Background: an optimization exercise with open tools, aiming at small area. Do not read the settings as production practice.
The RTL was checked by simulation tests, not by an equivalence proof against the original design.
No activity file was given, so power comes from the tool's default toggle rates. No driver is modelled on the clock port, so clocking that relies on it looks cheaper here than on a real chip.

juniper:
## switch_top
module switch_top
(
   input  logic                      clk,
   input  logic                      rst_n_i,
   input  logic [6-1:0]  rx_dv_i,
   input  logic [4*6-1:0] rx_nibble_i,
   output logic [6-1:0]  tx_en_o,
   output logic [4*6-1:0] tx_nibble_o
);
Size in the first run: ~4200 cells after synthesis, roughly 2900 flip-flops, ~62 I/O pins, ~67000 um2 of cells after synthesis.
clock: 7.0 ns
lec_check: 0
cap_margin: 20
core_margin: 2
core_utilization: 65
cts_buf_list: sky130_fd_sc_hd__clkbuf_16
cts_cluster_diameter: 80
cts_cluster_size: 30
slew_margin: 20
run.sh (not shown) runs the stock make flow with config.mk's settings and CLKGATE_MAP_FILE= SYNTH_SCRIPT=/design/flow/synth_recipe.tcl, a recipe that flattens the netlist after the stock synthesis.
> inputs changed (juniper -> yarrow)
Settings: CTS_CLUSTER_SIZE: 30 -> 32.
==> flow/flow/run.sh (new file) <==
#!/bin/bash
# Standard layout, with clock tree synthesis told not to add dummy loads.
set -euo pipefail
export CTS_ARGS="-sink_clustering_enable -repair_clock_nets -sink_clustering_size 32 -sink_clustering_max_diameter 80 -buf_list sky130_fd_sc_hd__clkbuf_16 -dont_use_dummy_load"
bash standard.sh > standard.log 2>&1
==> flow/standard.sh (new file) <==
#!/bin/bash
# synth_recipe.tcl (not shown) runs the flow's synth.tcl, then flattens the netlist and writes it again
# the make line also repeats each setting of config.mk as NAME=value (left out here)
make -C /OpenROAD-flow-scripts/flow DESIGN_CONFIG=/design/flow/config.mk WORK_HOME=/design/flow/orfs CLKGATE_MAP_FILE= SYNTH_SCRIPT=/design/flow/synth_recipe.tcl "${@:-finish}"
removed: flow/run.sh
## What came out
- Taking juniper as the reference, in yarrow number of global-route vias before repair lost 268; clock latency of the later-clocked register in the worst-skew pair lower.
- yarrow leaves more setup margin than juniper.
- juniper -> yarrow: total of clock buffers placed in the layout decreased by a little under 10%
- Static leakage power was higher in juniper than in yarrow.
- Diff juniper and yarrow: worst max-slew margin expressed relative to the limit higher in yarrow
- Net count of the finished layout: yarrow vs juniper — no meaningful difference
- tx_nibble_o[21] as the end point of the critical path was reported by yarrow, and tx_nibble_o[18] by juniper.
- On wire length: between juniper and yarrow, it ends up lower for yarrow.
Here is what was changed in the inputs of garnet compared with yarrow.
Settings: CORE_UTILIZATION: 65 -> 75; CTS_CLUSTER_SIZE: 32 -> 30; PLACE_DENSITY: unset -> 0.8.
==> flow/flow/run.sh <==
#!/bin/bash
# Standard layout, with clock tree synthesis told not to add dummy loads.
set -euo pipefail
export CTS_ARGS="-sink_clustering_enable -repair_clock_nets -sink_clustering_size 30 -sink_clustering_max_diameter 80 -buf_list sky130_fd_sc_hd__clkbuf_16 -dont_use_dummy_load"
bash standard.sh > standard.log 2>&1
--- outcome ---
The area added between synthesis and finish of garnet is lower than that of yarrow.
Wire: garnet routes more than yarrow
Of garnet and yarrow, the run reporting the higher clock distribution area overhead in the final layout was garnet.
garnet and yarrow ended up with nearly the same fraction of area in multi-input gates.
Per the comparison of garnet with yarrow, worst hold slack +0.0031 ns; design internal power +0.13 mW.
Compared with yarrow, garnet shows via count higher by about 10%.
Measured against garnet, the detailed-route wire length on metal 1 of yarrow comes out at 0.922 times the reference value.
Re number of antenna violations at the first check in global routing: garnet is 7 up on yarrow.
garnet vs yarrow — placement row count dropped by a little under 10%
The following lists how sierra was set up differently from garnet:
Settings: changing CTS_CLUSTER_DIAMETER from 80 to 100; changing CORE_UTILIZATION from 75 to 65; removing PLACE_DENSITY (formerly 0.8); changing CTS_CLUSTER_SIZE from 30 to 26.
==> flow/run.sh (new file) <==
#!/bin/bash
# synth_recipe.tcl (not shown) runs the flow's synth.tcl, then flattens the netlist and writes it again
# the make line also repeats each setting of config.mk as NAME=value (left out here)
make -C /OpenROAD-flow-scripts/flow DESIGN_CONFIG=/design/flow/config.mk WORK_HOME=/design/flow/orfs CLKGATE_MAP_FILE= SYNTH_SCRIPT=/design/flow/synth_recipe.tcl finish
removed: flow/flow/run.sh
removed: flow/standard.sh
==> comparison <==
- Taking garnet as the reference, in sierra minimum period implied by the final worst setup slack down 0.48 ns; post-synthesis to final-layout area growth up 1.6 points; clock tree buffer count of the final layout up 28; insertion delay to the later sink of the worst-skew pair up 0.02 ns.
- Number of global-route vias before repair: sierra vs garnet down 4257
- sierra vs garnet on final setup skew: sierra is the lower one.

afterwards: timing with drivers on the ports:
No port has a modelled driver above. Below, the same layouts with a new extraction and two added sets of constraints. Step 1: set_driving_cell puts a clkbuf_16 on clk and a buf_2 on each other input, an assumption about the parent block. Step 2 adds t to the input delays and takes it off the output delays; t is the mean of the earliest and latest rising clock arrival at the registers after step 1. Input paths then give back, and output paths get back, about the clock's delay inside the block. Three values: ideal, step 1, step 2; two values: the first two.
| run | t (ns) | slack for setup (ns) | latest minus earliest clock arrival (ns) | worst slew at a driven data input, ns |
|---|---|---|---|---|
| juniper | 0.806 | 1.427 / 1.354 / 2.160 | 0.030 / 0.030 | 0.13 |
| yarrow | 0.766 | 1.467 / 1.396 / 2.161 | 0.059 / 0.059 | 0.13 |
| garnet | 0.789 | 0.899 / 0.826 / 1.616 | 0.050 / 0.051 | 0.10 |
| sierra | 0.827 | 1.380 / 1.305 / 2.132 | 0.021 / 0.021 | 0.13 |
After both steps every run listed still meets setup and hold.
